Optimization exercise on an open flow, not production practice.
RTL: at most simulated, not proved equivalent.
Power: default activity.

## design.v

```verilog
package cfr_pkg;
   localparam int BYTE_W = 8;
   localparam int LEN_W  = 7;
   localparam int SUM_W  = 16;
   localparam int CSR_W  = 3;
   localparam logic [CSR_W-1:0] CSR_STRICT_CHECKSUM = 3'd0;
   localparam logic [CSR_W-1:0] CSR_HEADER_FIRST    = 3'd1;
   localparam logic [CSR_W-1:0] CSR_HEADER_SECOND   = 3'd2;
   localparam logic [CSR_W-1:0] CSR_TRAILER_FIRST   = 3'd3;
   localparam logic [CSR_W-1:0] CSR_TRAILER_SECOND  = 3'd4;
   localparam logic [BYTE_W-1:0] HEADER_FIRST_RST   = 8'hFE;
   localparam logic [BYTE_W-1:0] HEADER_SECOND_RST  = 8'hEF;
   localparam logic [BYTE_W-1:0] TRAILER_FIRST_RST  = 8'h0D;
   localparam logic [BYTE_W-1:0] TRAILER_SECOND_RST = 8'h0A;
   localparam int PHASES = 10;
   localparam int P_HDR0 = 0;
   localparam int P_HDR1 = 1;
   localparam int P_CMD  = 2;
   localparam int P_LENH = 3;
   localparam int P_LENL = 4;
   localparam int P_DATA = 5;
   localparam int P_SUMH = 6;
   localparam int P_SUML = 7;
   localparam int P_TRL0 = 8;
   localparam int P_TRL1 = 9;
   typedef struct packed {
      logic              strict_checksum;
      logic [BYTE_W-1:0] header_first;
      logic [BYTE_W-1:0] header_second;
      logic [BYTE_W-1:0] trailer_first;
      logic [BYTE_W-1:0] trailer_second;
   } cfg_type;
endpackage
import cfr_pkg::*;
module cfr_payload_ram #(
   parameter int DEPTH  = 64,
   parameter int ADDR_W = 6,
   parameter int LO_N   = 8,
   parameter int HI_N   = 8,
   parameter int BANKS  = 4,
   parameter int BANK_W = 2
) (
   input  logic                                    clock,
   input  logic                                    wr_en,
   input  logic [LO_N-1:0]                         wr_sel_lo,
   input  logic [HI_N-1:0]                         wr_sel_hi,
   input  logic [cfr_pkg::BYTE_W-1:0]              wr_data,
   input  logic [BANKS-1:0][ADDR_W-BANK_W-1:0]     rd_row,
   output logic [BANKS-1:0][cfr_pkg::BYTE_W-1:0]   rd_data
);
   logic [BYTE_W-1:0] mem_ff [DEPTH];
   always_ff @(posedge clock) begin
      for (int a = 0; a < DEPTH; a++) begin
         if (wr_en && wr_sel_hi[a / LO_N] && wr_sel_lo[a % LO_N]) begin
            mem_ff[a] <= wr_data;
         end
      end
   end
   always_ff @(posedge clock) begin
      for (int b = 0; b < BANKS; b++) begin
         rd_data[b] <= mem_ff[{rd_row[b], BANK_W'(b)}];
      end
   end
endmodule
import cfr_pkg::*;
module cfr_frame_parser #(
   parameter int MAX_PAYLOAD = 64,
   parameter int ADDR_W      = 6,
   parameter int LO_W        = 3,
   parameter int LO_N        = 8,
   parameter int HI_N        = 8
) (
   input  logic                         clock,
   input  logic                         reset,
   input  cfr_pkg::cfg_type             cfg,
   input  logic                         req_valid,
   input  logic [cfr_pkg::BYTE_W-1:0]   req_rx_byte,
   output logic                         req_ready,
   output logic                         ram_we,
   output logic [LO_N-1:0]              ram_wsel_lo,
   output logic [HI_N-1:0]              ram_wsel_hi,
   output logic [cfr_pkg::BYTE_W-1:0]   ram_wdata,
   input  logic                         rd_adv,
   output logic                         pend,
   input  logic                         pend_take,
   output logic [cfr_pkg::BYTE_W-1:0]   frm_command,
   output logic [cfr_pkg::LEN_W-1:0]    frm_length,
   output logic [cfr_pkg::SUM_W-1:0]    frm_received_sum,
   output logic [cfr_pkg::SUM_W-1:0]    frm_computed_sum,
   output logic                         frm_sum_match
);
   localparam logic [BYTE_W-1:0] MAX_LEN = BYTE_W'(MAX_PAYLOAD);
   logic [PHASES-1:0] phase_ff, phase_in;
   logic [BYTE_W-1:0] command_ff;
   logic              len_hi_nz_ff;
   logic [LEN_W-1:0]  length_ff;
   logic [LEN_W-1:0]  left_ff;
   logic              data_last_ff;
   logic [SUM_W-1:0]  rx_sum_ff;
   logic [BYTE_W-1:0] run_lo_ff;
   logic [BYTE_W-1:0] run_hi_ff;
   logic              run_cy_ff;
   logic              sum_match_ff;
   logic              pend_ff, pend_in;
   logic              req_ready_ff, req_ready_in;
   logic              stall_ff;
   logic              wen_ff;
   logic [LO_N-1:0]   wsel_lo_ff;
   logic [HI_N-1:0]   wsel_hi_ff;
   logic [LO_N-1:0]   tail_lo_ff;
   logic [HI_N-1:0]   tail_hi_ff;
   logic [ADDR_W:0]   used_ff;
   logic [ADDR_W:0]   cused_ff;
   logic              accept;
   logic              wr_adv;
   logic              commit;
   logic              rollback;
   logic              full_in;
   logic [ADDR_W:0]   used_inc;
   logic [ADDR_W:0]   used_dec;
   logic [ADDR_W:0]   cused_dec;
   logic              wr_adv_ff;
   logic              rd_adv_ff;
   logic              commit_ff;
   logic              rollback_ff;
   logic              eq_h1, eq_h2, eq_t1, eq_t2;
   logic              len_ok, len_zero;
   logic              good_end;
   assign accept = req_valid && !stall_ff;
   assign wr_adv = accept && phase_ff[P_DATA];
   assign eq_h1    = (req_rx_byte == cfg.header_first);
   assign eq_h2    = (req_rx_byte == cfg.header_second);
   assign eq_t1    = (req_rx_byte == cfg.trailer_first);
   assign eq_t2    = (req_rx_byte == cfg.trailer_second);
   assign len_ok   = !len_hi_nz_ff && (req_rx_byte <= MAX_LEN);
   assign len_zero = (req_rx_byte == '0);
   assign good_end = eq_t2 && (!cfg.strict_checksum || sum_match_ff);
   always_comb begin
      phase_in[P_HDR0] = (phase_ff[P_HDR0] && !(accept && eq_h1)) ||
                         (phase_ff[P_HDR1] && accept && !eq_h2 && !eq_h1) ||
                         (phase_ff[P_LENL] && accept && !len_ok) ||
                         (phase_ff[P_TRL0] && accept && !eq_t1) ||
                         (phase_ff[P_TRL1] && accept);
      phase_in[P_HDR1] = (phase_ff[P_HDR0] && accept && eq_h1) ||
                         (phase_ff[P_HDR1] && !(accept && (eq_h2 || !eq_h1)));
      phase_in[P_CMD]  = (phase_ff[P_HDR1] && accept && eq_h2) ||
                         (phase_ff[P_CMD] && !accept);
      phase_in[P_LENH] = (phase_ff[P_CMD] && accept) ||
                         (phase_ff[P_LENH] && !accept);
      phase_in[P_LENL] = (phase_ff[P_LENH] && accept) ||
                         (phase_ff[P_LENL] && !accept);
      phase_in[P_DATA] = (phase_ff[P_LENL] && accept && len_ok && !len_zero) ||
                         (phase_ff[P_DATA] && !(accept && data_last_ff));
      phase_in[P_SUMH] = (phase_ff[P_LENL] && accept && len_ok && len_zero) ||
                         (phase_ff[P_DATA] && accept && data_last_ff) ||
                         (phase_ff[P_SUMH] && !accept);
      phase_in[P_SUML] = (phase_ff[P_SUMH] && accept) ||
                         (phase_ff[P_SUML] && !accept);
      phase_in[P_TRL0] = (phase_ff[P_SUML] && accept) ||
                         (phase_ff[P_TRL0] && !accept);
      phase_in[P_TRL1] = (phase_ff[P_TRL0] && accept && eq_t1) ||
                         (phase_ff[P_TRL1] && !accept);
   end
   assign commit   = phase_ff[P_TRL1] && accept && good_end;
   assign rollback = (phase_ff[P_TRL0] && accept && !eq_t1) ||
                     (phase_ff[P_TRL1] && accept && !good_end);
   assign used_inc  = used_ff + (ADDR_W+1)'(1);
   assign used_dec  = used_ff - (ADDR_W+1)'(1);
   assign cused_dec = cused_ff - (ADDR_W+1)'(1);
   assign full_in      = (used_ff >= (ADDR_W+1)'(MAX_PAYLOAD - 2)) && (cused_ff != '0);
   assign pend_in      = commit || (pend_ff && !pend_take);
   assign req_ready_in = !(pend_in && phase_in[P_CMD]) && !(phase_in[P_DATA] && full_in);
   assign req_ready    = req_ready_ff;
   assign ram_we      = wen_ff;
   assign ram_wsel_lo = wsel_lo_ff;
   assign ram_wsel_hi = wsel_hi_ff;
   assign ram_wdata   = req_rx_byte;
   always_ff @(posedge clock) begin
      if (reset) begin
         phase_ff     <= PHASES'(1) << P_HDR0;
         pend_ff      <= 1'b0;
         req_ready_ff <= 1'b1;
         stall_ff     <= 1'b0;
         wen_ff       <= 1'b0;
         wsel_lo_ff   <= LO_N'(1);
         wsel_hi_ff   <= HI_N'(1);
         tail_lo_ff   <= LO_N'(1);
         tail_hi_ff   <= HI_N'(1);
         used_ff      <= '0;
         cused_ff     <= '0;
         wr_adv_ff    <= 1'b0;
         rd_adv_ff    <= 1'b0;
         commit_ff    <= 1'b0;
         rollback_ff  <= 1'b0;
      end else begin
         phase_ff     <= phase_in;
         pend_ff      <= pend_in;
         req_ready_ff <= req_ready_in;
         stall_ff     <= !req_ready_in;
         wen_ff       <= phase_in[P_DATA] && !full_in;
         if (rollback) begin
            wsel_lo_ff <= tail_lo_ff;
            wsel_hi_ff <= tail_hi_ff;
         end else if (wr_adv) begin
            wsel_lo_ff <= {wsel_lo_ff[LO_N-2:0], wsel_lo_ff[LO_N-1]};
            if (wsel_lo_ff[LO_N-1]) begin
               wsel_hi_ff <= {wsel_hi_ff[HI_N-2:0], wsel_hi_ff[HI_N-1]};
            end
         end
         if (commit) begin
            tail_lo_ff <= wsel_lo_ff;
            tail_hi_ff <= wsel_hi_ff;
         end
         wr_adv_ff   <= wr_adv;
         rd_adv_ff   <= rd_adv;
         commit_ff   <= commit;
         rollback_ff <= rollback;
         if (rollback_ff) begin
            used_ff <= rd_adv_ff ? cused_dec : cused_ff;
         end else if (wr_adv_ff && !rd_adv_ff) begin
            used_ff <= used_inc;
         end else if (!wr_adv_ff && rd_adv_ff) begin
            used_ff <= used_dec;
         end
         if (commit_ff) begin
            cused_ff <= rd_adv_ff ? used_dec : used_ff;
         end else if (rd_adv_ff) begin
            cused_ff <= cused_dec;
         end
      end
   end
   always_ff @(posedge clock) begin
      if (accept && phase_ff[P_CMD]) begin
         command_ff <= req_rx_byte;
      end
      if (accept && phase_ff[P_LENH]) begin
         len_hi_nz_ff <= (req_rx_byte != '0);
      end
      if (accept && phase_ff[P_LENL]) begin
         length_ff    <= req_rx_byte[LEN_W-1:0];
         left_ff      <= req_rx_byte[LEN_W-1:0];
         data_last_ff <= (req_rx_byte == BYTE_W'(1));
      end else if (wr_adv) begin
         left_ff      <= left_ff - LEN_W'(1);
         data_last_ff <= (left_ff == LEN_W'(2));
      end
      if (accept && phase_ff[P_LENL]) begin
         run_lo_ff <= '0;
         run_cy_ff <= 1'b0;
         run_hi_ff <= '0;
      end else begin
         if (wr_adv) begin
            {run_cy_ff, run_lo_ff} <= {1'b0, run_lo_ff} + {1'b0, req_rx_byte};
         end else begin
            run_cy_ff <= 1'b0;
         end
         run_hi_ff <= run_hi_ff + BYTE_W'(run_cy_ff);
      end
      if (accept && phase_ff[P_SUMH]) begin
         rx_sum_ff[SUM_W-1:BYTE_W] <= req_rx_byte;
      end
      if (accept && phase_ff[P_SUML]) begin
         rx_sum_ff[BYTE_W-1:0] <= req_rx_byte;
      end
      sum_match_ff <= (rx_sum_ff == {run_hi_ff, run_lo_ff});
   end
   assign pend             = pend_ff;
   assign frm_command      = command_ff;
   assign frm_length       = length_ff;
   assign frm_received_sum = rx_sum_ff;
   assign frm_computed_sum = {run_hi_ff, run_lo_ff};
   assign frm_sum_match    = sum_match_ff;
endmodule
import cfr_pkg::*;
module command_frame_receiver #(
   parameter int MAX_PAYLOAD = 64
) (
   input  logic                       clock,
   input  logic                       reset,
   input  logic                       req_valid,
   output logic                       req_ready,
   input  logic [cfr_pkg::BYTE_W-1:0] req_rx_byte,
   output logic                       rsp_valid,
   input  logic                       rsp_ready,
   output logic [cfr_pkg::BYTE_W-1:0] rsp_frame_command,
   output logic [cfr_pkg::LEN_W-1:0]  rsp_frame_length,
   output logic [cfr_pkg::BYTE_W-1:0] rsp_payload_byte,
   output logic                       rsp_byte_valid,
   output logic                       rsp_last,
   output logic [cfr_pkg::SUM_W-1:0]  rsp_received_sum,
   output logic [cfr_pkg::SUM_W-1:0]  rsp_computed_sum,
   output logic                       rsp_sum_match,
   input  logic                       csr_we,
   input  logic [cfr_pkg::CSR_W-1:0]  csr_index,
   input  logic [cfr_pkg::BYTE_W-1:0] csr_wdata
);
   localparam int ADDR_W = (MAX_PAYLOAD > 1) ? $clog2(MAX_PAYLOAD) : 1;
   localparam int BANKS  = 4;
   localparam int BANK_W = 2;
   localparam int ROW_W  = ADDR_W - BANK_W;
   cfr_pkg::cfg_type  cfg_ff;
   logic              ram_we;
   logic [7:0]        ram_wsel_lo;
   logic [7:0]        ram_wsel_hi;
   logic [BYTE_W-1:0] ram_wdata;
   logic [BANKS-1:0][ROW_W-1:0]  bank_row_ff;
   logic [BANKS-1:0][BYTE_W-1:0] bank_rdata;
   logic [BYTE_W-1:0] ram_rdata;
   logic              pend;
   logic              pend_take;
   logic [BYTE_W-1:0] frm_command;
   logic [LEN_W-1:0]  frm_length;
   logic [SUM_W-1:0]  frm_received_sum;
   logic [SUM_W-1:0]  frm_computed_sum;
   logic              frm_sum_match;
   logic [BANK_W-1:0] rd_bank_ff;
   logic [ADDR_W-1:0] rem_ff;
   logic              rsp_valid_ff;
   logic              rsp_idle_ff;
   logic              last_i_ff;
   logic              slot_empty_ff;
   logic              slot_le1_ff;
   logic [BYTE_W-1:0] command_ff;
   logic [LEN_W-1:0]  length_ff;
   logic [BYTE_W-1:0] payload_ff;
   logic              byte_valid_ff;
   logic              last_ff;
   logic [SUM_W-1:0]  received_sum_ff;
   logic [SUM_W-1:0]  computed_sum_ff;
   logic              sum_match_ff;
   logic              next_beat;
   logic              rd_adv;
   logic              frm_empty;
   logic              slot_take;
   logic              slot_valid_ff;
   logic [BYTE_W-1:0] slot_command_ff;
   logic [LEN_W-1:0]  slot_length_ff;
   logic [SUM_W-1:0]  slot_received_sum_ff;
   logic [SUM_W-1:0]  slot_computed_sum_ff;
   logic              slot_sum_match_ff;
   always_ff @(posedge clock) begin
      if (reset) begin
         cfg_ff.strict_checksum <= 1'b0;
         cfg_ff.header_first    <= HEADER_FIRST_RST;
         cfg_ff.header_second   <= HEADER_SECOND_RST;
         cfg_ff.trailer_first   <= TRAILER_FIRST_RST;
         cfg_ff.trailer_second  <= TRAILER_SECOND_RST;
      end else if (csr_we) begin
         case (csr_index)
            CSR_STRICT_CHECKSUM: cfg_ff.strict_checksum <= csr_wdata[0];
            CSR_HEADER_FIRST:    cfg_ff.header_first    <= csr_wdata;
            CSR_HEADER_SECOND:   cfg_ff.header_second   <= csr_wdata;
            CSR_TRAILER_FIRST:   cfg_ff.trailer_first   <= csr_wdata;
            CSR_TRAILER_SECOND:  cfg_ff.trailer_second  <= csr_wdata;
            default: begin
            end
         endcase
      end
   end
   cfr_frame_parser #(
      .MAX_PAYLOAD (MAX_PAYLOAD),
      .ADDR_W      (ADDR_W)
   ) u_parser (
      .clock            (clock),
      .reset            (reset),
      .cfg              (cfg_ff),
      .req_valid        (req_valid),
      .req_rx_byte      (req_rx_byte),
      .req_ready        (req_ready),
      .ram_we           (ram_we),
      .ram_wsel_lo      (ram_wsel_lo),
      .ram_wsel_hi      (ram_wsel_hi),
      .ram_wdata        (ram_wdata),
      .rd_adv           (rd_adv),
      .pend             (pend),
      .pend_take        (pend_take),
      .frm_command      (frm_command),
      .frm_length       (frm_length),
      .frm_received_sum (frm_received_sum),
      .frm_computed_sum (frm_computed_sum),
      .frm_sum_match    (frm_sum_match)
   );
   cfr_payload_ram #(
      .DEPTH  (MAX_PAYLOAD),
      .ADDR_W (ADDR_W),
      .BANKS  (BANKS),
      .BANK_W (BANK_W)
   ) u_ram (
      .clock   (clock),
      .wr_en   (ram_we),
      .wr_sel_lo (ram_wsel_lo),
      .wr_sel_hi (ram_wsel_hi),
      .wr_data (ram_wdata),
      .rd_row  (bank_row_ff),
      .rd_data (bank_rdata)
   );
   assign ram_rdata = bank_rdata[rd_bank_ff];
   always_ff @(posedge clock) begin
      if (reset) begin
         bank_row_ff <= '0;
      end else if (rd_adv) begin
         bank_row_ff[rd_bank_ff] <= bank_row_ff[rd_bank_ff] + ROW_W'(1);
      end
   end
   assign slot_take = slot_valid_ff && (rsp_idle_ff || (rsp_ready && last_i_ff));
   assign pend_take = pend && (!slot_valid_ff || slot_take);
   assign next_beat = !rsp_idle_ff && rsp_ready && !last_i_ff;
   assign frm_empty = slot_empty_ff;
   assign rd_adv    = next_beat || (slot_take && !slot_empty_ff);
   always_ff @(posedge clock) begin
      if (reset) begin
         slot_valid_ff <= 1'b0;
      end else if (pend_take) begin
         slot_valid_ff <= 1'b1;
      end else if (slot_take) begin
         slot_valid_ff <= 1'b0;
      end
   end
   always_ff @(posedge clock) begin
      if (pend_take) begin
         slot_command_ff      <= frm_command;
         slot_length_ff       <= frm_length;
         slot_empty_ff        <= (frm_length == '0);
         slot_le1_ff          <= (frm_length <= LEN_W'(1));
         slot_received_sum_ff <= frm_received_sum;
         slot_computed_sum_ff <= frm_computed_sum;
         slot_sum_match_ff    <= frm_sum_match;
      end
   end
   always_ff @(posedge clock) begin
      if (reset) begin
         rsp_valid_ff <= 1'b0;
         rsp_idle_ff  <= 1'b1;
         last_i_ff    <= 1'b1;
         rd_bank_ff   <= '0;
      end else begin
         if (slot_take) begin
            rsp_valid_ff <= 1'b1;
            rsp_idle_ff  <= 1'b0;
         end else if (rsp_ready && last_i_ff) begin
            rsp_valid_ff <= 1'b0;
            rsp_idle_ff  <= 1'b1;
         end
         if (slot_take) begin
            last_i_ff <= slot_le1_ff;
         end else if (next_beat) begin
            last_i_ff <= (rem_ff == ADDR_W'(1));
         end
         if (rd_adv) begin
            rd_bank_ff <= rd_bank_ff + BANK_W'(1);
         end
      end
   end
   always_ff @(posedge clock) begin
      if (slot_take) begin
         command_ff      <= slot_command_ff;
         length_ff       <= slot_length_ff;
         payload_ff      <= frm_empty ? '0 : ram_rdata;
         byte_valid_ff   <= !frm_empty;
         last_ff         <= slot_le1_ff;
         rem_ff          <= ADDR_W'(slot_length_ff - LEN_W'(1));
         received_sum_ff <= slot_received_sum_ff;
         computed_sum_ff <= slot_computed_sum_ff;
         sum_match_ff    <= slot_sum_match_ff;
      end else if (next_beat) begin
         payload_ff      <= ram_rdata;
         last_ff         <= (rem_ff == ADDR_W'(1));
         rem_ff          <= rem_ff - ADDR_W'(1);
      end
   end
   assign rsp_valid         = rsp_valid_ff;
   assign rsp_frame_command = command_ff;
   assign rsp_frame_length  = length_ff;
   assign rsp_payload_byte  = payload_ff;
   assign rsp_byte_valid    = byte_valid_ff;
   assign rsp_last          = last_ff;
   assign rsp_received_sum  = received_sum_ff;
   assign rsp_computed_sum  = computed_sum_ff;
   assign rsp_sum_match     = sum_match_ff;
endmodule
```

## constraint.sdc

```tcl
create_clock -name core_clock -period 4.0 [get_ports {clock}]
set_input_delay 0.8000 -clock core_clock [delete_from_list [all_inputs] [get_ports {clock}]]
set_output_delay 0.8000 -clock core_clock [all_outputs]
set_load 0.01 [all_outputs]
```

## run.sh

```bash
#!/bin/bash
# synth_recipe.tcl (not shown) runs the flow's synth.tcl, then flattens the netlist and writes it again
# the make line also repeats each setting of config.mk as NAME=value (left out here)
make -C /OpenROAD-flow-scripts/flow DESIGN_CONFIG=/design/flow/config.mk WORK_HOME=/design/flow/orfs CLKGATE_MAP_FILE= SYNTH_SCRIPT=/design/flow/synth_recipe.tcl finish
```

## config.mk

```make
export PLATFORM = sky130hd
export DESIGN_NAME = command_frame_receiver
export DESIGN_NICKNAME = command_frame_receiver
export VERILOG_FILES = /design/flow/design.v
export SDC_FILE = /design/flow/constraint.sdc
export NUM_CORES = 4
export LEC_CHECK = 0
export CAP_MARGIN = 20
export CORE_MARGIN = 2
export CORE_UTILIZATION = 65
export CTS_BUF_LIST = sky130_fd_sc_hd__clkbuf_16
export CTS_CLUSTER_DIAMETER = 60
export CTS_CLUSTER_SIZE = 30
export PLACE_DENSITY = 0.75
export SETUP_SLACK_MARGIN = 2.0
export SLEW_MARGIN = 20
```

==> results of run 1 <==
[synthesized netlist by cell type, types with 15 or more instances]
| cell type | n |
|---|---|
| nor3_1 | 41 |
| o22ai_1 | 23 |
| buf_1 | 15 |
| a21oi_1 | 120 |
| a22o_1 | 22 |
| nor2_1 | 179 |
| a32oi_1 | 23 |
| edfxtp_1 | 666 |
| a211oi_1 | 18 |
| xor2_1 | 31 |
| and3_1 | 78 |
| o21ai_0 | 65 |
| xnor2_1 | 59 |
| nand3_1 | 59 |
| nand2b_1 | 17 |
| mux2_2 | 32 |
| inv_1 | 48 |
| nand4_1 | 17 |
| a31o_2 | 15 |
| nor2b_1 | 39 |
| mux2i_1 | 88 |
| a31oi_1 | 21 |
| buf_2 | 38 |
| a22oi_1 | 37 |
| ha_1 | 25 |
| a221oi_1 | 17 |
| dfxtp_1 | 169 |
| clkbuf_1 | 83 |
| mux4_2 | 21 |
| nand2_1 | 197 |
[worst max-delay path: stages (launching register included)]
cell,delay (ns)
dfxtp_4,0.45
buf_4,0.20
mux4_2,0.53
nand3_1,0.13
xor2_1,0.08
nor2_1,0.27
nand2_1,0.08
o21ai_0,0.22
[repair_timing]
action                     CTS  global route
gates cloned                 5             2
buffers inserted            23            14
pin swaps                    4            12
gates resized for setup    330            66
setup endpoints to repair  202           128
[logic make-up after synthesis]
logic type      after synthesis
flops                       835
simple gates                679
compound gates              451
mux                         141
fa+ha+maj                    26
buf+inv                     201
xor+xnor                     93
[routing by layer]
| layer | routed length (um) | vias up |
|---|---|---|
| met3 | 7930 | 164 |
| met2 | 39320 | 1215 |
| met4 | 2062 | 2 |
| met1 | 33830 | 10580 |
| met5 | 13 | - |
| li1 | - | 9282 |
[through the flow]
step	setup WS (ns)	std cells
after global routing	1.876	3210
final	1.958	3210
after global placement	0.9463	3081
after floorplan	1.705	2426
after CTS	1.905	3193
after detailed placement	0.8463	3081
[power by group through the flow]
stage / clock network [uW] / logic (uW) / registers, uW
6_report: 5660 / 290 / 9330
3_5_place_dp: 0 / 251 / 9540
4_1_cts: 5690 / 268 / 9330
5_1_grt: 5990 / 305 / 9330
2_1_floorplan: 0 / 101 / 9540
3_3_place_gp: 0 / 242 / 9540
[registers in the layout, indices dropped and copies added (netlist names), 16 cells and up, named ones only]
name,flops
received_sum_ff,16
slot_computed_sum_ff,16
cfg_ff,33
u_parser.rx_sum_ff,16
u_ram.mem_ff,512
u_ram.rd_data,32
bank_row_ff,16
slot_received_sum_ff,16
computed_sum_ff,16
[area by class of cell]
type | count | area [sq um] | area share [%]
multi-input combinational | 1391 | 9582 | 25.65
antenna | 1 | 2.502 | 0.006699
clock buffer | 47 | 1176 | 3.148
timing repair buffer | 164 | 1495 | 4.003
timing repair inverter | 3 | 26.28 | 0.07034
inverter | 52 | 244.0 | 0.6531
sequential | 835 | 23450 | 62.77
clock inverter | 37 | 529.3 | 1.417
tap | 680 | 850.8 | 2.278
[final timing paths]
path,from,to,slack [ns],depth (start not counted)
setup / recovery,bank_row_ff[10]$_SDFFE_PP0P_,bank_row_ff[3]$_SDFFE_PP0P_,1.96,7
setup reg to reg,bank_row_ff[10]$_SDFFE_PP0P_,bank_row_ff[3]$_SDFFE_PP0P_,1.96,7
hold / removal,slot_computed_sum_ff[0]$_DFFE_PP_,computed_sum_ff[0]$_DFFE_PN_,0.42,0
hold reg to reg,slot_computed_sum_ff[0]$_DFFE_PP_,computed_sum_ff[0]$_DFFE_PN_,0.42,0
==> run notes, run 1 <==
status=no timing/DRC/antenna violations; relative slew slack=40.68%; Starting Density=65.48%; CP Class=reg -> reg; DRT antenna net count=0; global-route wire length before repair=123900 um; synthesized flop and latch total=835; detailed placement HPWL=50550 um; Adder-Cell Fraction of Synth Area=0.9928%; largest net degree at the start of global routing=76; Post-Syn Instances=2426; placed cell area=0.03489 sq mm; EDFF count, synth=666; num ports=84; setup TNS=0 ns; PortBufs=83; met1 GRT Util=45.31%; CP max FO=19; worst path required time=4.52 ns; Unique masters post-synth=82; WP data arrival=2.57 ns; clock sink count=835; Clock Root Buffer=clkbuf_16; die extent in y=231.1 um; TritonCTS buffer count=46; Logic pwr share=1.9%; clock latency on the worst-skew pair=0.62 ns; PwrDens=408.9 mW/mm^2; Slew @ Worst Pin=0.8897 ns; grt ovf=0; gpl congestion=0.8824; Post-Route WL=83150 um; synthesis-to-layout area growth=11.43%; Tmin final=2.042 ns; ranking of synthesized cells by area=edfxtp_1, dfxtp_1, mux2i_1, nand2_1, nor2_1; Final Power=15280 uW; share of post-route cells with drive strength above 1=15.86%; Design Area, Final=0.03736 sq mm; Synth warnings=4; Mapped Nets=2476; Crit. End Element=flop; met2 Use GR=47.94%; most common cell after layout, fill and taps aside=edfxtp_1; Max Freq=489.7 MHz; final setup fails=0; top_reg_cell synth=edfxtp_1; Seq/Total Area, Yosys=69.75%; Synth Cell Area=0.03352 sq mm; type of origin of the critical path=flop; All-Layer GR Usage=30.82%; Post-Synth XOR/XNOR Area=2.497%; Seq pwr share=61.1%; vias in the first global route=20080; compound-gate portion of the synthesized area=9.297%; initial antenna violation count=2; Max rail drop VDD=469.7 uV; RSZ-0062 raised after global routing=true; switch share=21.68%; Max-Cap Viols=0; Core ar.=0.05120 sq mm; largest family of logic cells by synthesized area=simple AND/OR/NAND/NOR gates; Synth top area share=59.66%; # hold bufs at CTS=0; vias post-DR=21240; worst setup skew after layout=0.03982 ns; CTS tree=done; Final Hold Fails=0; most frequent cells in the layout=edfxtp_1, nand2_1, nor2_1; Pins Over Slew Limit=0; routed len/inst=25.90 um; leakage=0.01237 uW; Finished Core Util=72.96%; Clk pwr share=37.0%; Clock Tree Buf Depth=3; fin crit share=51.05%; fillers=3233; violation count after the first detailed-route iteration=2941; Die Wd=231.1 um; # nets final=2543; GRT met3 Usage=5.819%; leading area contributor after synthesis=edfxtp_1; row cnt=83; Reg clk slew, reported paths=0.11 ns; H-Tree Depth=2; DRC viols=0; HP Class=reg -> reg; mux contribution to synthesized area=5.113%; Post-synth ARST share=0%; Die Area=0.05341 sq mm; Post-Syn Area per Cell=13.82 sq um; final hold slack=0.4159 ns; DRT Pass-1 Iters=6; P_sw=3312 uW; internal power=11960 uW; number of vias per cell=6.616; gr busiest metal=met2; Post-Synth Simple-Gate Area=9.663%
Testbench counts, summed over its fixed seeds: cycles 15,050, beats 10,307.
==> inputs of run 2 (changes only) <==
--- a/design.v
+++ b/design.v
@@ -109,4 +109,6 @@
    logic [HI_N-1:0]   wsel_hi_ff;
-   logic [LO_N-1:0]   tail_lo_ff;
-   logic [HI_N-1:0]   tail_hi_ff;
+   logic [ADDR_W-1:0] tail_ff;
+   logic [ADDR_W-1:0] wr_addr;
+   logic [LO_N-1:0]   tail_lo;
+   logic [HI_N-1:0]   tail_hi;
    logic [ADDR_W:0]   used_ff;
@@ -118,2 +120,4 @@
    logic              full_in;
+   logic              cmd_maybe;
+   logic              data_maybe;
    logic [ADDR_W:0]   used_inc;
@@ -169,5 +173,7 @@
    assign cused_dec = cused_ff - (ADDR_W+1)'(1);
+   assign cmd_maybe    = (phase_ff[P_HDR1] && accept) || (phase_ff[P_CMD] && !accept);
+   assign data_maybe   = (phase_ff[P_LENL] && accept) || (phase_ff[P_DATA] && !(accept && data_last_ff));
    assign full_in      = (used_ff >= (ADDR_W+1)'(MAX_PAYLOAD - 2)) && (cused_ff != '0);
    assign pend_in      = commit || (pend_ff && !pend_take);
-   assign req_ready_in = !(pend_in && phase_in[P_CMD]) && !(phase_in[P_DATA] && full_in);
+   assign req_ready_in = !(pend_in && cmd_maybe) && !(data_maybe && full_in);
    assign req_ready    = req_ready_ff;
@@ -177,2 +183,15 @@
    assign ram_wdata   = req_rx_byte;
+   always_comb begin
+      wr_addr = '0;
+      for (int i = 0; i < LO_N; i++) begin
+         if (wsel_lo_ff[i]) wr_addr[LO_W-1:0] = wr_addr[LO_W-1:0] | LO_W'(i);
+      end
+      for (int i = 0; i < HI_N; i++) begin
+         if (wsel_hi_ff[i]) wr_addr[ADDR_W-1:LO_W] = wr_addr[ADDR_W-1:LO_W] | (ADDR_W-LO_W)'(i);
+      end
+      tail_lo = '0;
+      tail_hi = '0;
+      tail_lo[tail_ff[LO_W-1:0]]      = 1'b1;
+      tail_hi[tail_ff[ADDR_W-1:LO_W]] = 1'b1;
+   end
    always_ff @(posedge clock) begin
@@ -186,4 +205,3 @@
          wsel_hi_ff   <= HI_N'(1);
-         tail_lo_ff   <= LO_N'(1);
-         tail_hi_ff   <= HI_N'(1);
+         tail_ff      <= '0;
          used_ff      <= '0;
@@ -199,6 +217,6 @@
          stall_ff     <= !req_ready_in;
-         wen_ff       <= phase_in[P_DATA] && !full_in;
+         wen_ff       <= data_maybe && !full_in;
          if (rollback) begin
-            wsel_lo_ff <= tail_lo_ff;
-            wsel_hi_ff <= tail_hi_ff;
+            wsel_lo_ff <= tail_lo;
+            wsel_hi_ff <= tail_hi;
          end else if (wr_adv) begin
@@ -210,4 +228,3 @@
          if (commit) begin
-            tail_lo_ff <= wsel_lo_ff;
-            tail_hi_ff <= wsel_hi_ff;
+            tail_ff <= wr_addr;
          end
@@ -398,6 +415,8 @@
    always_ff @(posedge clock) begin
-      if (reset) begin
-         bank_row_ff <= '0;
-      end else if (rd_adv) begin
-         bank_row_ff[rd_bank_ff] <= bank_row_ff[rd_bank_ff] + ROW_W'(1);
+      for (int b = 0; b < BANKS; b++) begin
+         if (reset) begin
+            bank_row_ff[b] <= '0;
+         end else if (rd_adv && (rd_bank_ff == BANK_W'(b))) begin
+            bank_row_ff[b] <= bank_row_ff[b] + ROW_W'(1);
+         end
       end
--- a/config.mk
+++ b/config.mk
@@ -7,3 +7,3 @@
 export LEC_CHECK = 0
-export CAP_MARGIN = 20
+export CAP_MARGIN = 5
 export CORE_MARGIN = 2
@@ -15,2 +15,2 @@
 export SETUP_SLACK_MARGIN = 2.0
-export SLEW_MARGIN = 20
+export SLEW_MARGIN = 5
==> run notes, run 2 <==
Clock Tree Buf Depth=3 (unchanged); most frequent cells in the layout=edfxtp_1, nand2_1, dfxtp_1 (was edfxtp_1, nand2_1, nor2_1); Crit path max-delay family=flip-flops (was multiplexers); most frequent cells after synthesis=edfxtp_1, nand2_1, dfxtp_1 (was edfxtp_1, nand2_1, nor2_1); worst path cell trace=buf_6 (was buf_4 > mux4_2 > nand3_1 > xor2_1 > nor2_1 > nand2_1 > o21ai_0); Finished Core Util=74.27% (was 72.96%); PwrDens=410.3 mW/mm^2 (was 408.9 mW/mm^2); Largest regs=u_ram.mem_ff (512), cfg_ff (33), u_ram.rd_data (32) (unchanged); most common cell after layout, fill and taps aside=edfxtp_1 (unchanged); final hold slack=0.4157 ns (was 0.4159 ns); type of origin of the critical path=flop (unchanged); Max Freq=483.2 MHz (was 489.7 MHz); synthesis-to-layout area growth=13.32% (was 11.43%); Post-Syn Area per Cell=14.38 sq um (was 13.82 sq um); DRT Pass-1 Iters=6 (unchanged); Post-Route WL=78640 um (was 83150 um); WP data arrival=1.27 ns (was 2.57 ns); final setup fails=0 (unchanged); die extent in y=228.2 um (was 231.1 um); row cnt=82 (was 83); most common cell in the netlist=edfxtp_1 (unchanged); All-Layer GR Usage=29.47% (was 30.82%); Mapped Nets=2346 (was 2476); Non-Filler Instances=3077 (was 3210); internal power=11910 uW (was 11960 uW); global-route wire length before repair=116900 um (was 123900 um); vias post-DR=20300 (was 21240); status=no timing/DRC/antenna violations (unchanged); worst setup skew after layout=0.03231 ns (was 0.03982 ns); WP depth=1 (was 7); ANT cells=0 (was 1); # nets final=2441 (was 2543); Crit. End Element=output pin (was flop); max reg flops=512 (unchanged); relative slew slack=37.77% (was 40.68%); HP Class=reg -> reg (unchanged); clock sink count=825 (was 835); Clock Root Buffer=clkbuf_16 (unchanged); share of post-route cells with drive strength above 1=19.96% (was 15.86%); Reg clk slew, reported paths=0.10 ns (was 0.11 ns); Seq pwr share=60.7% (was 61.1%); num ports=84 (unchanged); initial antenna violation count=4 (was 2); Logic pwr share=1.9% (about the same); PortBufs=83 (unchanged); dpl cells=2924 (was 3081); worst path required time=3.20 ns (was 4.52 ns); switch share=21.60% (was 21.68%); RSZ-0062 raised after global routing=true (unchanged); Post-Syn Instances=2273 (was 2426); ranking of synthesized cells by area=edfxtp_1, dfxtp_1, nand2_1, ha_1, mux4_2 (was edfxtp_1, dfxtp_1, mux2i_1, nand2_1, nor2_1); Top reg by flops=u_ram.mem_ff (unchanged); clock latency on the worst-skew pair=0.64 ns (was 0.62 ns); Worst path max stage delay=0.48 ns (was 0.53 ns); Final Hold Fails=0 (unchanged); EDFF count, synth=666 (unchanged); synthesized flop and latch total=825 (was 835); Die Area=0.05209 sq mm (was 0.05341 sq mm); R2R depth=9 (was 7); largest net degree at the start of global routing=86 (was 76); setup TNS=0 ns (unchanged); CP max-delay cell=edfxtp_1 (was mux4_2); Slew @ Worst Pin=0.9334 ns (was 0.8897 ns); grt ovf=0 (unchanged); DRT antenna net count=0 (unchanged); CP max FO=1 (was 19); CP Class=reg -> out (was reg -> reg); Seq/Total Area, Yosys=70.93% (was 69.75%); H-Tree Depth=2 (unchanged); Post-synth ARST share=0% (unchanged); Clk pwr share=37.3% (was 37.0%); Max-Cap Viols=0 (unchanged); # hold bufs at CTS=0 (unchanged); number of vias per cell=6.598 (was 6.616); TritonCTS buffer count=45 (was 46); vias in the first global route=19190 (was 20080); Die Wd=228.2 um (was 231.1 um); Synth warnings=4 (unchanged); Synth Cell Area=0.03268 sq mm (was 0.03352 sq mm); hold depth=0 (unchanged); detailed placement HPWL=46410 um (was 50550 um); Tmin final=2.070 ns (was 2.042 ns); violation count after the first detailed-route iteration=2939 (was 2941); Synth top area share=61.19% (was 59.66%); gpl congestion=0.8235 (was 0.8824); DRC viols=0 (unchanged); Starting Density=65.54% (was 65.48%); routed len/inst=25.56 um (was 25.90 um); fin crit share=51.74% (was 51.05%); CTS tree=done (unchanged); Core ar.=0.04986 sq mm (was 0.05120 sq mm); Unique masters post-synth=75 (was 82); worst path bufs/invs=1 (unchanged); top_reg_cell synth=edfxtp_1 (unchanged); P_sw=3282 uW (was 3312 uW); Pins Over Slew Limit=0 (unchanged); leakage=0.01220 uW (was 0.01237 uW); leading area contributor after synthesis=edfxtp_1 (unchanged); Max rail drop VDD=412.1 uV (was 469.7 uV)
## run 2: cell count changes after synthesis, sizes merged, moves of 14 or more
cell,delta
xor2,+18
ha,+23
nor3,-25
o22ai,-20
a221oi,+31
nand2,-18
a32oi,-14
nand3b,+23
nor2,-64
clkbuf,+28
mux2i,-69
buf,-21
a222oi,+35
## run 2: logic make-up (layout without fill, tap and decap cells)
| family | after synthesis | after routing | synth area share, % |
|---|---|---|---|
| compound gates | 446 | 449 | 9.881 |
| fa+ha+maj | 49 | 49 | 1.899 |
| xor+xnor | 100 | 100 | 2.680 |
| simple gates | 577 | 578 | 8.687 |
| mux | 75 | 75 | 3.304 |
| flops | 825 | 825 | 70.93 |
| buf+inv | 201 | 329 | 2.615 |
## run 2: final timing paths
path	slack (ns)	endpoint	startpoint
max	1.93	rsp_payload_byte[7]	payload_ff[7]$_DFFE_PP_
min	0.42	computed_sum_ff[14]$_DFFE_PN_	slot_computed_sum_ff[14]$_DFFE_PP_
max reg2reg	1.94	u_ram.rd_data[24]$_DFF_P_	bank_row_ff[13]$_SDFFE_PP0P_
min reg2reg	0.42	computed_sum_ff[14]$_DFFE_PN_	slot_computed_sum_ff[14]$_DFFE_PP_
## run 2: worst reg2reg max path, stage by stage (launching register included)
cell	delay (ns)
dfxtp_4	0.39
inv_2	0.07
ha_4	0.21
buf_2	0.19
a222oi_1	0.26
mux2i_1	0.15
a311oi_2	0.30
a21oi_2	0.12
a21oi_2	0.17
a21oi_1	0.09
## run 2: cell type report
cell class                 instances  area (sq um)
clock inverter                    36         523.0
timing repair inverter             1         7.507
timing repair buffer             199          1667
sequential                       825         23240
inverter                          45         185.2
clock buffer                      48          1201
tap                              672         840.8
multi-input combinational       1251          9371
fill                            3044         12830
## run 2: per-stage QoR
step	power (uW)	cell area (sq um)	setup WS, ns
after floorplan	9533	32800	1.535
after global placement	9669	34120	0.8681
after detailed placement	9677	34120	0.7763
after CTS	15220	36580	1.800
after global routing	15560	37030	1.885
final	15200	37030	1.930
## run 2: layer usage
metal	global-route usage, %	vias up	wire length (um)	share of wire [%]
li1	-	8896	-	-
met1	44.02	10150	32180	41
met2	46.53	1115	37510	48
met3	4.050	134	7089	9.0
met4	7.435	2	1843	2.3
met5	0	-	13	0.017
## run 2: power by group through the flow
stage | logic, uW | registers, uW | clock network (uW)
2_1_floorplan | 96.4 | 9440 | 0
3_3_place_gp | 233 | 9440 | 0
3_5_place_dp | 240 | 9440 | 0
4_1_cts | 269 | 9230 | 5710
5_1_grt | 310 | 9230 | 6010
6_report | 292 | 9230 | 5670
## run 2: timing repair
action / in CTS / in global routing
buffers inserted: 43 / 18
pin swaps: 18 / 15
setup endpoints to repair: 247 / 133
cloned: 6 / 2
resized for setup: 377 / 72
Testbench counts of run 2, summed over its fixed seeds: cycles 15,050, beats 10,307.
==> inputs of run 3 (changes only) <==
--- a/config.mk
+++ b/config.mk
@@ -7,3 +7,3 @@
 export LEC_CHECK = 0
-export CAP_MARGIN = 5
+export CAP_MARGIN = 20
 export CORE_MARGIN = 2
@@ -15,2 +15,3 @@
 export SETUP_SLACK_MARGIN = 2.0
-export SLEW_MARGIN = 5
+export SLEW_MARGIN = 20
+export TNS_END_PERCENT = 10
==> run notes, run 3 <==
Largest regs=u_ram.mem_ff (512), cfg_ff (33), u_ram.rd_data (32) (unchanged); mux contribution to synthesized area=3.304% (unchanged); PwrDens=402.6 mW/mm^2 (was 410.3 mW/mm^2); most frequent cells after synthesis=edfxtp_1, nand2_1, dfxtp_1 (unchanged); num ports=84 (unchanged); share of post-route cells with drive strength above 1=15.81% (was 19.96%); Adder-Cell Fraction of Synth Area=1.899% (unchanged); Top reg by flops=u_ram.mem_ff (unchanged); gpl congestion=0.8758 (was 0.8235); RR Startpoint=bank_row_ff[12]$_SDFFE_PP0P_ (was bank_row_ff[13]$_SDFFE_PP0P_); most common cell in the netlist=edfxtp_1 (unchanged); Final Power=14870 uW (was 15200 uW); HP Class=reg -> reg (unchanged); Clock Root Buffer=clkbuf_16 (unchanged); CP max-delay cell=a222oi_1 (was edfxtp_1); Post-Synth XOR/XNOR Area=2.680% (unchanged); vias in the first global route=19170 (was 19190); final setup fails=0 (unchanged); multi-input combinational cell area=0.009209 sq mm (was 0.009371 sq mm); Final Hold Fails=0 (unchanged); Seq/Total Area, Yosys=70.93% (unchanged); Slew @ Worst Pin=0.8849 ns (was 0.9334 ns); detailed placement HPWL=46720 um (was 46410 um); Core ar.=0.04986 sq mm (unchanged); Reg clk slew, reported paths=0.10 ns (about the same); PortBufs=83 (unchanged); DRT antenna net count=0 (unchanged); sequential cell area=0.02323 sq mm (was 0.02324 sq mm); Pins Over Slew Limit=0 (unchanged); H-Tree Depth=2 (unchanged); vias post-DR=20070 (was 20300); clock latency on the worst-skew pair=0.62 ns (was 0.64 ns); largest net degree at the start of global routing=72 (was 86); Tmin final=2.112 ns (was 2.070 ns); Post-Syn Instances=2273 (unchanged); # nets final=2434 (was 2441); max reg flops=512 (unchanged); synthesized flop and latch total=825 (unchanged); Die Area=0.05209 sq mm (unchanged); Synth Cell Area=0.03268 sq mm (unchanged); Mapped Nets=2346 (unchanged); violation count after the first detailed-route iteration=2906 (was 2939); status=no timing/DRC/antenna violations (unchanged); fin crit share=52.80% (was 51.74%); most frequent cells in the layout=edfxtp_1, nand2_1, dfxtp_1 (unchanged); Setup crit start=bank_row_ff[12]$_SDFFE_PP0P_ (was payload_ff[7]$_DFFE_PP_); largest family of logic cells by synthesized area=compound AO/OA/AOI/OAI gates (unchanged); synthesis-to-layout area growth=13.01% (was 13.32%); DRT Pass-1 Iters=6 (unchanged); worst setup skew after layout=0.03502 ns (was 0.03231 ns); TritonCTS buffer count=44 (was 45); setup TNS=0 ns (unchanged); Worst path max stage delay=0.55 ns (was 0.48 ns); DRC viols=0 (unchanged); compound-gate portion of the synthesized area=9.881% (unchanged); routed len/inst=25.42 um (was 25.56 um); Post-synth ARST share=0% (unchanged); grt ovf=0 (unchanged); ranking of synthesized cells by area=edfxtp_1, dfxtp_1, nand2_1, ha_1, mux4_2 (unchanged); die extent in y=228.2 um (unchanged); top_reg_cell synth=edfxtp_1 (unchanged); worst hold start=u_parser.command_ff[1]$_DFFE_PP_ (was slot_computed_sum_ff[14]$_DFFE_PP_); RSZ-0062 raised after global routing=true (unchanged); Max Freq=473.5 MHz (was 483.2 MHz); fillers=3070 (was 3044); Unique masters post-synth=75 (unchanged); initial antenna violation count=6 (was 4); CP max FO=7 (was 1); Max rail drop VDD=491.5 uV (was 412.1 uV); number of vias per cell=6.536 (was 6.598); worst path cell trace=inv_1 > ha_4 > buf_4 > a222oi_1 > mux4_2 > nand2_1 (was buf_6); Post-Syn Area per Cell=14.38 sq um (unchanged); Clock Tree Buf Depth=3 (unchanged); Post-Synth Simple-Gate Area=8.687% (unchanged); # hold bufs at CTS=0 (unchanged); Starting Density=65.54% (unchanged); global-route wire length before repair=116500 um (was 116900 um); Post-Route WL=78060 um (was 78640 um); relative slew slack=41.00% (was 37.77%); most common cell after layout, fill and taps aside=edfxtp_1 (unchanged); type of origin of the critical path=flop (unchanged); Synth top area share=61.19% (unchanged); EDFF count, synth=666 (unchanged); Crit. End Element=flop (was output pin); WP data arrival=2.61 ns (was 1.27 ns); worst path required time=4.50 ns (was 3.20 ns); Max-Cap Viols=0 (unchanged); Die Wd=228.2 um (unchanged); All-Layer GR Usage=29.44% (was 29.47%); CP Class=reg -> reg (was reg -> out); CTS tree=done (unchanged); clock sink count=825 (unchanged); row cnt=82 (unchanged); Synth warnings=4 (unchanged); leading area contributor after synthesis=edfxtp_1 (unchanged); leakage=0.01216 uW (was 0.01220 uW)
-- run 3: cell counts after synthesis --
No cell type changed its count.
-- run 3: final cells by class --
type | count | share of cell area [%]
Clock inverter | 36 | 1.155
Clock buffer | 46 | 3.117
Inverter | 45 | 0.4777
Multi-Input combinational cell | 1250 | 24.93
Tap cell | 672 | 2.277
Sequential cell | 825 | 62.90
Antenna cell | 2 | 0.01355
Timing Repair Buffer | 195 | 5.129
-- run 3: logic make-up after synthesis --
| kind of cell | count (synthesis) |
|---|---|
| flip-flops | 825 |
| AND/OR/NAND/NOR | 577 |
| AO/OA/AOI/OAI | 446 |
| buffers and inverters | 201 |
| XOR/XNOR | 100 |
| multiplexers | 75 |
| adder cells (fa/ha/maj) | 49 |
-- run 3: routing by layer --
layer / wire (um) / vias to the layer above / GRT usage, %
met5: 46 / - / 0
met4: 2491 / 6 / 10.38
met3: 7459 / 155 / 5.738
met2: 36790 / 1117 / 45.53
met1: 31280 / 9904 / 42.42
li1: - / 8891 / -
-- run 3: per-stage QoR --
stage | worst slack, ns | area [sq um] | hold slack, ns | cells | util (%)
5_1_grt | 1.823 | 36930 | 0.4235 | 3070 | 74.06
2_1_floorplan | 1.535 | 32720 | 0.4003 | 2273 | -
3_5_place_dp | 0.6742 | 34040 | 0.4045 | 2922 | 68.26
3_3_place_gp | 0.7535 | 34040 | 0.4035 | 2922 | 68.26
4_1_cts | 1.881 | 36450 | 0.4196 | 3045 | 73.10
6_report | 1.888 | 36930 | 0.4261 | 3071 | 74.07
-- run 3: worst max-delay path: cells and delay by family, from the launching register on --
| family | cells | cell delay, ns |
|---|---|---|
| buffers and inverters | 2 | 0.30 |
| AOI/OAI and AO/OA | 1 | 0.55 |
| and+or+nand+nor | 1 | 0.10 |
| adders and majority gates | 1 | 0.25 |
| muxes | 1 | 0.40 |
| DFF | 1 | 0.40 |
-- run 3: worst paths after layout --
check,end,slack [ns],depth (start not counted)
worst min register to register,slot_command_ff[1]$_DFFE_PP_,0.43,0
worst min-delay path,slot_command_ff[1]$_DFFE_PP_,0.43,0
worst max-delay path,u_ram.rd_data[30]$_DFF_P_,1.89,6
worst max register to register,u_ram.rd_data[30]$_DFF_P_,1.89,6
-- run 3: what timing repair did --
item	CTS	global route
gates cloned	6	3
pin swaps	11	18
gates resized for setup	201	55
setup endpoints to repair	260	163
setup buffers	35	20
endpoints found under the hold margin	0	0
-- run 3: power by group --
group	total, uW	switching [uW]	leakage, uW	internal, uW
Clock	5360	2990	0.000772	2370
Combinational	278	195	0.00417	82.6
Sequential	9230	7.43	0.00721	9220
==> inputs of run 4 (changes only) <==
--- a/config.mk
+++ b/config.mk
@@ -13,2 +13,3 @@
 export CTS_CLUSTER_SIZE = 30
+export GPL_TIMING_DRIVEN = 0
 export PLACE_DENSITY = 0.75
@@ -16,2 +17 @@
 export SLEW_MARGIN = 20
-export TNS_END_PERCENT = 10
==> run notes, run 4 <==
status=no timing/DRC/antenna violations (unchanged); CP max FO=7 (unchanged); Post-Syn Instances=2273 (unchanged); die extent in y=228.2 um (unchanged); CP Class=in -> reg (was reg -> reg); Crit. End Element=flop (unchanged); largest net degree at the start of global routing=56 (was 72); TritonCTS buffer count=45 (was 44); global-route wire length before repair=128200 um (was 116500 um); Max Freq=447.6 MHz (was 473.5 MHz); Finished Core Util=77.87% (was 74.07%); top_reg_cell synth=edfxtp_1 (unchanged); fin crit share=55.85% (was 52.80%); Final Hold Fails=0 (unchanged); DRT Pass-1 Iters=8 (was 6); Clock Tree Buf Depth=3 (unchanged); Final Power=15280 uW (was 14870 uW); EDFF count, synth=666 (unchanged); Die Area=0.05209 sq mm (unchanged); Reg clk slew, reported paths=0.09 ns (was 0.10 ns); most frequent cells after synthesis=edfxtp_1, nand2_1, dfxtp_1 (unchanged); multi-input combinational cell area=0.009588 sq mm (was 0.009209 sq mm); RSZ-0062 raised after global routing=true (unchanged); fillers=2898 (was 3070); most common cell in the netlist=edfxtp_1 (unchanged); Post-synth ARST share=0% (unchanged); Slew @ Worst Pin=1.094 ns (was 0.8849 ns); Max rail drop VDD=312.0 uV (was 491.5 uV); grt ovf=0 (unchanged); leading area contributor after synthesis=edfxtp_1 (unchanged); H-Tree Depth=2 (unchanged); DRC viols=0 (unchanged); most frequent cells in the layout=edfxtp_1, nand2_1, dfxtp_1 (unchanged); ranking of synthesized cells by area=edfxtp_1, dfxtp_1, nand2_1, ha_1, mux4_2 (unchanged); relative slew slack=27.10% (was 41.00%); type of origin of the critical path=primary input (was flop); Die Wd=228.2 um (unchanged); vias in the first global route=20760 (was 19170); synthesis-to-layout area growth=18.81% (was 13.01%); worst setup skew after layout=0.05648 ns (was 0.03502 ns); All-Layer GR Usage=32.98% (was 29.44%); routed len/inst=27.44 um (was 25.42 um); Clock Root Buffer=clkbuf_16 (unchanged); CTS tree=done (unchanged); Synth warnings=4 (unchanged); Tmin final=2.234 ns (was 2.112 ns); synthesized flop and latch total=825 (unchanged); worst path required time=4.46 ns (was 4.50 ns); # hold bufs at CTS=0 (unchanged); Pins Over Slew Limit=0 (unchanged); num ports=84 (unchanged); clock sink count=825 (unchanged); PwrDens=393.6 mW/mm^2 (was 402.6 mW/mm^2); setup TNS=0 ns (unchanged); Post-Syn Area per Cell=14.38 sq um (unchanged); detailed placement HPWL=52740 um (was 46720 um); Starting Density=65.54% (unchanged); sequential cell area=0.02322 sq mm (was 0.02323 sq mm); Mapped Nets=2346 (unchanged); row cnt=82 (unchanged); HP Class=reg -> reg (unchanged); gpl congestion=0.9004 (was 0.8758); Synth top area share=61.19% (unchanged); clock latency on the worst-skew pair=0.65 ns (was 0.62 ns); share of post-route cells with drive strength above 1=24.31% (was 15.81%); final setup fails=0 (unchanged); Top reg by flops=u_ram.mem_ff (unchanged); Core ar.=0.04986 sq mm (unchanged); WP data arrival=2.69 ns (was 2.61 ns); max reg flops=512 (unchanged); Seq/Total Area, Yosys=70.93% (unchanged); Synth Cell Area=0.03268 sq mm (unchanged); DRT antenna net count=0 (unchanged); Unique masters post-synth=75 (unchanged); Post-Route WL=88560 um (was 78060 um); violation count after the first detailed-route iteration=3145 (was 2906); number of vias per cell=6.678 (was 6.536); Max-Cap Viols=0 (unchanged); Largest regs=u_ram.mem_ff (512), cfg_ff (33), u_ram.rd_data (32) (unchanged); # nets final=2590 (was 2434); leakage=0.01308 uW (was 0.01216 uW); most common cell after layout, fill and taps aside=edfxtp_1 (unchanged); vias post-DR=21550 (was 20070); PortBufs=82 (was 83); initial antenna violation count=2 (was 6)
## run 4: changes by cell type in the layout (fill, tap and decap cells not counted), moves of 16 or more
| cell | before | now |
|---|---|---|
| buf_6 | 18 | 34 |
| clkbuf_1 | 0 | 43 |
| buf_2 | 11 | 76 |
| dlygate4sd2_1 | 50 | 2 |
| and3_1 | 71 | 54 |
| and3_2 | 0 | 16 |
| clkbuf_2 | 0 | 29 |
## run 4: what timing repair did
item,in CTS,in global routing
pin swaps,62,64
setup buffers,45,40
setup endpoints to repair,718,175
gates cloned,17,2
resized for setup,553,150
## run 4: logic make-up (layout without fill, tap and decap cells)
logic type / count (synthesis) / after routing / share of synthesized area (%)
buffers and inverters: 201 / 482 / 2.615
multiplexers: 75 / 75 / 3.304
AO/OA/AOI/OAI: 446 / 446 / 9.881
adder cells (fa/ha/maj): 49 / 49 / 1.899
AND/OR/NAND/NOR: 577 / 577 / 8.687
other: 0 / 1 / 0
XOR/XNOR: 100 / 100 / 2.680
flip-flops: 825 / 825 / 70.93
## run 4: critical path, stage by stage
cell and delay [ns]:
buf_16 0.11, buf_16 0.14, buf_8 0.12, xor2_2 0.15, a2111oi_4 0.33, nand4_2 0.19, buf_6 0.17, a31oi_4 0.19
buf_12 0.15, buf_6 0.11, nand3b_1 0.16, a21oi_2 0.07
## run 4: final cells by class
| class | count | share of cell area, % |
|---|---|---|
| Tap cell | 672 | 2.165 |
| Multi-Input combinational cell | 1247 | 24.69 |
| Clock buffer | 47 | 3.029 |
| Timing Repair Buffer | 194 | 5.278 |
| Antenna cell | 1 | 0.006445 |
| Clock inverter | 37 | 1.312 |
| Timing Repair inverter | 3 | 0.05800 |
| Buffer | 156 | 3.135 |
| Sequential cell | 825 | 59.80 |
| Inverter | 45 | 0.5220 |
## run 4: final timing paths
path	to	slack [ns]	startpoint	depth (start not counted)
worst min register to register	computed_sum_ff[1]$_DFFE_PN_	0.41	slot_computed_sum_ff[1]$_DFFE_PP_	0
worst max-delay path	u_parser.wsel_lo_ff[5]$_SDFFE_PP0P_	1.77	req_rx_byte[2]	12
worst min-delay path	computed_sum_ff[1]$_DFFE_PN_	0.41	slot_computed_sum_ff[1]$_DFFE_PP_	0
worst max register to register	u_ram.rd_data[15]$_DFF_P_	1.82	bank_row_ff[5]$_SDFFE_PP0P_	8
## run 4: routing by layer
layer  up-vias  GRT usage (%)  part of all wire [%]
met3       235          6.050                    11
met5         -              0                 0.015
li1       9211              -                     -
met4         2          12.09                   3.7
met1     10700          46.63                    38
met2      1399          52.06                    47
## run 4: report_power, final
| group | internal, uW | switching (uW) |
|---|---|---|
| combinational | 158 | 243 |
| sequential | 9230 | 7.85 |
| clock | 2640 | 3010 |
## run 4: stage by stage
stage	worst slack [ns]	cells	hold slack, ns	area [sq um]
after CTS	1.749	3184	0.4116	37940
after detailed placement	0.3784	3038	0.4045	34700
after global routing	1.716	3226	0.4167	38830
after global placement	-1.471	3027	0.4007	34460
after floorplan	1.535	2273	0.4003	32800
final	1.766	3227	0.4140	38830
==> inputs of run 5 (changes only) <==
--- a/config.mk
+++ b/config.mk
@@ -13,3 +13,2 @@
 export CTS_CLUSTER_SIZE = 30
-export GPL_TIMING_DRIVEN = 0
 export PLACE_DENSITY = 0.75
==> run notes, run 5 <==
status=no timing/DRC/antenna violations (unchanged); synthesis-to-layout area growth=13.32% (was 18.81%); worst setup skew after layout=0.03231 ns (was 0.05648 ns); routed len/inst=25.56 um (was 27.44 um); CP max-delay cell=edfxtp_1 (was a2111oi_4); final hold slack=0.4157 ns (was 0.4140 ns); clock latency on the worst-skew pair=0.64 ns (was 0.65 ns); most common cell in the netlist=edfxtp_1 (unchanged); vias post-DR=20300 (was 21550); largest net degree at the start of global routing=86 (was 56); Max-Cap Viols=0 (unchanged); leakage=0.01220 uW (was 0.01308 uW); Clock Tree Buf Depth=3 (unchanged); grt ovf=0 (unchanged); DRT Pass-1 Iters=6 (was 8); leading area contributor after synthesis=edfxtp_1 (unchanged); num ports=84 (unchanged); Core ar.=0.04986 sq mm (unchanged); All-Layer GR Usage=29.47% (was 32.98%); Die Wd=228.2 um (unchanged); Synth Cell Area=0.03268 sq mm (unchanged); Top reg by flops=u_ram.mem_ff (unchanged); fin crit share=51.74% (was 55.85%); WP data arrival=1.27 ns (was 2.69 ns); top_reg_cell synth=edfxtp_1 (unchanged); DRC viols=0 (unchanged); Non-Filler Instances=3077 (was 3227); synthesized flop and latch total=825 (unchanged); relative slew slack=37.77% (was 27.10%); worst path bufs/invs=1 (was 6); Post-synth ARST share=0% (unchanged); final setup fails=0 (unchanged); most common cell after layout, fill and taps aside=edfxtp_1 (unchanged); clock sink count=825 (unchanged); Crit path max-delay family=flip-flops (was buffers and inverters); ANT cells=0 (was 1); PortBufs=83 (was 82); type of origin of the critical path=flop (was primary input); H-Tree Depth=2 (unchanged); gpl congestion=0.8235 (was 0.9004); Final Hold Fails=0 (unchanged); Synth top area share=61.19% (unchanged); die extent in y=228.2 um (unchanged); Tmin final=2.070 ns (was 2.234 ns); number of vias per cell=6.598 (was 6.678); RSZ-0062 raised after global routing=true (unchanged); HP Class=reg -> reg (unchanged); vias in the first global route=19190 (was 20760); Seq/Total Area, Yosys=70.93% (unchanged); CP max FO=1 (was 7); ranking of synthesized cells by area=edfxtp_1, dfxtp_1, nand2_1, ha_1, mux4_2 (unchanged); Mapped Nets=2346 (unchanged); Post-Syn Instances=2273 (unchanged); Pins Over Slew Limit=0 (unchanged); max reg flops=512 (unchanged); most frequent cells after synthesis=edfxtp_1, nand2_1, dfxtp_1 (unchanged); PwrDens=410.3 mW/mm^2 (was 393.6 mW/mm^2); Clock Root Buffer=clkbuf_16 (unchanged); Starting Density=65.54% (unchanged); worst path required time=3.20 ns (was 4.46 ns); Die Area=0.05209 sq mm (unchanged); Max Freq=483.2 MHz (was 447.6 MHz); Largest regs=u_ram.mem_ff (512), cfg_ff (33), u_ram.rd_data (32) (unchanged); Post-Route WL=78640 um (was 88560 um); Post-Syn Area per Cell=14.38 sq um (unchanged); TritonCTS buffer count=45 (unchanged); # hold bufs at CTS=0 (unchanged); violation count after the first detailed-route iteration=2939 (was 3145); Reg clk slew, reported paths=0.10 ns (was 0.09 ns); initial antenna violation count=4 (was 2); CTS tree=done (unchanged); Max rail drop VDD=412.1 uV (was 312.0 uV); Unique masters post-synth=75 (unchanged); row cnt=82 (unchanged); detailed placement HPWL=46410 um (was 52740 um); global-route wire length before repair=116900 um (was 128200 um); Synth warnings=4 (unchanged); Worst path max stage delay=0.48 ns (was 0.33 ns); EDFF count, synth=666 (unchanged); DRT antenna net count=0 (unchanged); Slew @ Worst Pin=0.9334 ns (was 1.094 ns); most frequent cells in the layout=edfxtp_1, nand2_1, dfxtp_1 (unchanged); CP Class=reg -> out (was in -> reg); share of post-route cells with drive strength above 1=19.96% (was 24.31%); dpl cells=2924 (was 3038); Crit. End Element=output pin (was flop); # nets final=2441 (was 2590); worst path cell trace=buf_6 (was buf_16 > buf_16 > buf_8 > xor2_2 > a2111oi_4 > nand4_2 > buf_6 > a31oi_4 > buf_12 > buf_6 > nand3b_1 > a21oi_2); setup TNS=0 ns (unchanged); fillers=3044 (was 2898)
## run 5: cell counts after synthesis
No cell type changed its count.
## run 5: final timing paths
path	cells after the start	slack (ns)	end	start
setup / recovery	1	1.93	rsp_payload_byte[7]	payload_ff[7]$_DFFE_PP_
hold / removal	0	0.42	computed_sum_ff[14]$_DFFE_PN_	slot_computed_sum_ff[14]$_DFFE_PP_
setup reg to reg	9	1.94	u_ram.rd_data[24]$_DFF_P_	bank_row_ff[13]$_SDFFE_PP0P_
hold reg to reg	0	0.42	computed_sum_ff[14]$_DFFE_PN_	slot_computed_sum_ff[14]$_DFFE_PP_
## run 5: power by group
group          total (uW)  switching (uW)  internal [uW]
clock                5670            3070           2600
combinational         292             201           90.9
sequential           9230            6.77           9220
## run 5: repair_timing
item                       CTS  global route
buffers inserted            43            18
resized for setup          377            72
pin swaps                   18            15
setup endpoints to repair  247           133
cloned                       6             2
## run 5: per-layer routing
metal / GRT usage [%] / part of all wire (%)
met5: 0 / 0.017
met4: 7.435 / 2.3
met3: 4.050 / 9.0
met2: 46.53 / 48
met1: 44.02 / 41
## run 5: cells by family (layout without fill, tap and decap cells)
kind of cell,after synthesis,count (layout),share of synthesized area [%]
AO/OA/AOI/OAI,446,449,9.881
XOR/XNOR,100,100,2.680
adder cells (fa/ha/maj),49,49,1.899
buffers and inverters,201,329,2.615
flip-flops,825,825,70.93
multiplexers,75,75,3.304
AND/OR/NAND/NOR,577,578,8.687
## run 5: layout make-up
cell class	count	area, sq um	area share, %
flip-flops and latches	825	23240	62.75
multi-input cells	1251	9371	25.30
repair buffers	199	1667	4.500
clock buffers	48	1201	3.243
well taps	672	840.8	2.270
clock inverters	36	523.0	1.412
inverters	45	185.2	0.5000
repair inverters	1	7.507	0.02027
## run 5: through the flow
stage                     power [uW]  area (sq um)  utilization [%]  setup WS (ns)
final                          15200         37030            74.27          1.930
after global routing           15560         37030            74.27          1.885
after CTS                      15220         36580            73.36          1.800
after detailed placement        9677         34120            68.43         0.7763
after global placement          9669         34120            68.43         0.8681
after floorplan                 9533         32800                -          1.535
==> inputs of run 6 (changes only) <==
--- a/config.mk
+++ b/config.mk
@@ -14,3 +14,3 @@
 export PLACE_DENSITY = 0.75
-export SETUP_SLACK_MARGIN = 2.0
+export SETUP_SLACK_MARGIN = 2.05
 export SLEW_MARGIN = 20
==> run notes, run 6 <==
Max Freq=482.1 MHz (was 483.2 MHz); CTS tree=done (unchanged); Largest regs=u_ram.mem_ff (512), cfg_ff (33), u_ram.rd_data (32) (unchanged); most common cell after layout, fill and taps aside=edfxtp_1 (unchanged); ranking of synthesized cells by area=edfxtp_1, dfxtp_1, nand2_1, ha_1, mux4_2 (unchanged); PortBufs=83 (unchanged); clock latency on the worst-skew pair=0.63 ns (was 0.64 ns); global-route wire length before repair=116400 um (was 116900 um); max reg flops=512 (unchanged); Clock Root Buffer=clkbuf_16 (unchanged); Post-Route WL=79270 um (was 78640 um); Post-Syn Area per Cell=14.38 sq um (unchanged); leakage=0.01232 uW (was 0.01220 uW); # nets final=2462 (was 2441); RSZ-0062 raised after global routing=true (unchanged); DRT antenna net count=0 (unchanged); share of post-route cells with drive strength above 1=21.43% (was 19.96%); Worst path max stage delay=0.43 ns (was 0.48 ns); worst path required time=4.49 ns (was 3.20 ns); detailed placement HPWL=46350 um (was 46410 um); worst setup skew after layout=0.03570 ns (was 0.03231 ns); Max rail drop VDD=456.4 uV (was 412.1 uV); relative slew slack=31.14% (was 37.77%); Seq/Total Area, Yosys=70.93% (unchanged); PwrDens=401.9 mW/mm^2 (was 410.3 mW/mm^2); most frequent cells after synthesis=edfxtp_1, nand2_1, dfxtp_1 (unchanged); Tmin final=2.074 ns (was 2.070 ns); worst path cell trace=inv_6 > ha_4 > buf_6 > buf_12 > a22oi_1 > a22oi_1 > a221oi_2 > a31oi_4 (was buf_6); vias in the first global route=19330 (was 19190); Mapped Nets=2346 (unchanged); Synth top area share=61.19% (unchanged); status=no timing/DRC/antenna violations (unchanged); Synth warnings=4 (unchanged); CP max FO=7 (was 1); leading area contributor after synthesis=edfxtp_1 (unchanged); CP Class=reg -> reg (was reg -> out); gpl congestion=0.8531 (was 0.8235); DRT Pass-1 Iters=6 (unchanged); grt ovf=0 (unchanged); top_reg_cell synth=edfxtp_1 (unchanged); final setup fails=0 (unchanged); Max-Cap Viols=0 (unchanged); setup TNS=0 ns (unchanged); Pins Over Slew Limit=0 (unchanged); Final Power=14990 uW (was 15200 uW); clock sink count=825 (unchanged); All-Layer GR Usage=29.38% (was 29.47%); most used cell, CP=a22oi_1; Finished Core Util=74.80% (was 74.27%); Synth Cell Area=0.03268 sq mm (unchanged); dpl cells=2920 (was 2924); synthesized flop and latch total=825 (unchanged); Unique masters post-synth=75 (unchanged); Die Area=0.05209 sq mm (unchanged); HP Class=reg -> reg (unchanged); Slew @ Worst Pin=1.033 ns (was 0.9334 ns); vias post-DR=20520 (was 20300); TritonCTS buffer count=45 (unchanged); most common cell in the netlist=edfxtp_1 (unchanged); number of vias per cell=6.622 (was 6.598); Top reg by flops=u_ram.mem_ff (unchanged); type of origin of the critical path=flop (unchanged); Post-synth ARST share=0% (unchanged); initial antenna violation count=1 (was 4); synthesis-to-layout area growth=14.13% (was 13.32%); fin crit share=51.85% (was 51.74%); # hold bufs at CTS=0 (unchanged); num ports=84 (unchanged); Final Hold Fails=0 (unchanged); Die Wd=228.2 um (unchanged); ANT cells=0 (unchanged)
## run 6: changes by cell type in the layout (fill, tap and decap cells not counted), moves of 4 or more
cell | before | now
buf_2 | 61 | 66
xor2_1 | 49 | 45
buf_8 | 2 | 8
buf_4 | 88 | 95
xor2_2 | 0 | 4
nand2_2 | 6 | 10
inv_8 | 2 | 6
nand2_1 | 173 | 168
## run 6: logic make-up after synthesis
family                   after synthesis  synth area share, %
multiplexers                          75                3.304
XOR/XNOR                             100                2.680
flip-flops                           825                70.93
buffers and inverters                201                2.615
AO/OA/AOI/OAI                        446                9.881
AND/OR/NAND/NOR                      577                8.687
adder cells (fa/ha/maj)               49                1.899
## run 6: worst paths after layout
path / from / to / slack [ns] / cells after the start
worst max-delay path: bank_row_ff[8]$_SDFFE_PP0P_ / u_ram.rd_data[19]$_DFF_P_ / 1.93 / 8
worst min-delay path: slot_computed_sum_ff[2]$_DFFE_PP_ / computed_sum_ff[2]$_DFFE_PN_ / 0.41 / 0
worst max register to register: bank_row_ff[8]$_SDFFE_PP0P_ / u_ram.rd_data[19]$_DFF_P_ / 1.93 / 8
worst min register to register: slot_computed_sum_ff[2]$_DFFE_PP_ / computed_sum_ff[2]$_DFFE_PN_ / 0.41 / 0
## run 6: cell type report
class / instances / area [sq um] / share of cell area [%]
clock buffer: 47 / 1176 / 3.153
clock inverter: 37 / 467.9 / 1.255
inverter: 45 / 196.4 / 0.5267
multi-input combinational: 1251 / 9493 / 25.45
sequential: 825 / 23230 / 62.28
tap: 672 / 840.8 / 2.254
timing repair buffer: 220 / 1888 / 5.062
timing repair inverter: 1 / 5.005 / 0.01342
## run 6: per-layer routing
metal  GRT usage, %  part of all wire [%]  up-vias
met5              0                     0        -
met4          9.334                   3.0        0
met3          4.975                   9.2      157
met2          45.66                    47     1133
met1          43.10                    40    10270
li1               -                     -     8956
## run 6: worst max-delay path, delay by kind of cell (launching register included)
| family | cells | cell delay, ns |
|---|---|---|
| buffers and inverters | 3 | 0.32 |
| adder cells (fa/ha/maj) | 1 | 0.21 |
| AO/OA/AOI/OAI | 4 | 0.97 |
| flip-flops | 1 | 0.43 |
## run 6: what timing repair did
| action | in CTS | in global routing |
|---|---|---|
| gates resized for setup | 380 | 106 |
| setup buffers | 44 | 39 |
| endpoints found under the hold margin | 0 | 0 |
| pin swaps | 26 | 41 |
| endpoints found under the setup margin | 270 | 130 |
| gates cloned | 7 | 4 |
## run 6: report_power, final
group	internal, uW	switching [uW]	total, uW
Sequential	9230	7.35	9230
Combinational	87.4	202	290
Clock	2380	3090	5470
Total	11700	3300	15000
## run 6: through the flow
stage | setup slack [ns] | area (sq um)
after CTS | 1.920 | 36480
after floorplan | 1.535 | 32820
after detailed placement | 0.8043 | 34090
final | 1.926 | 37300
after global routing | 1.908 | 37300
after global placement | 0.9328 | 34090
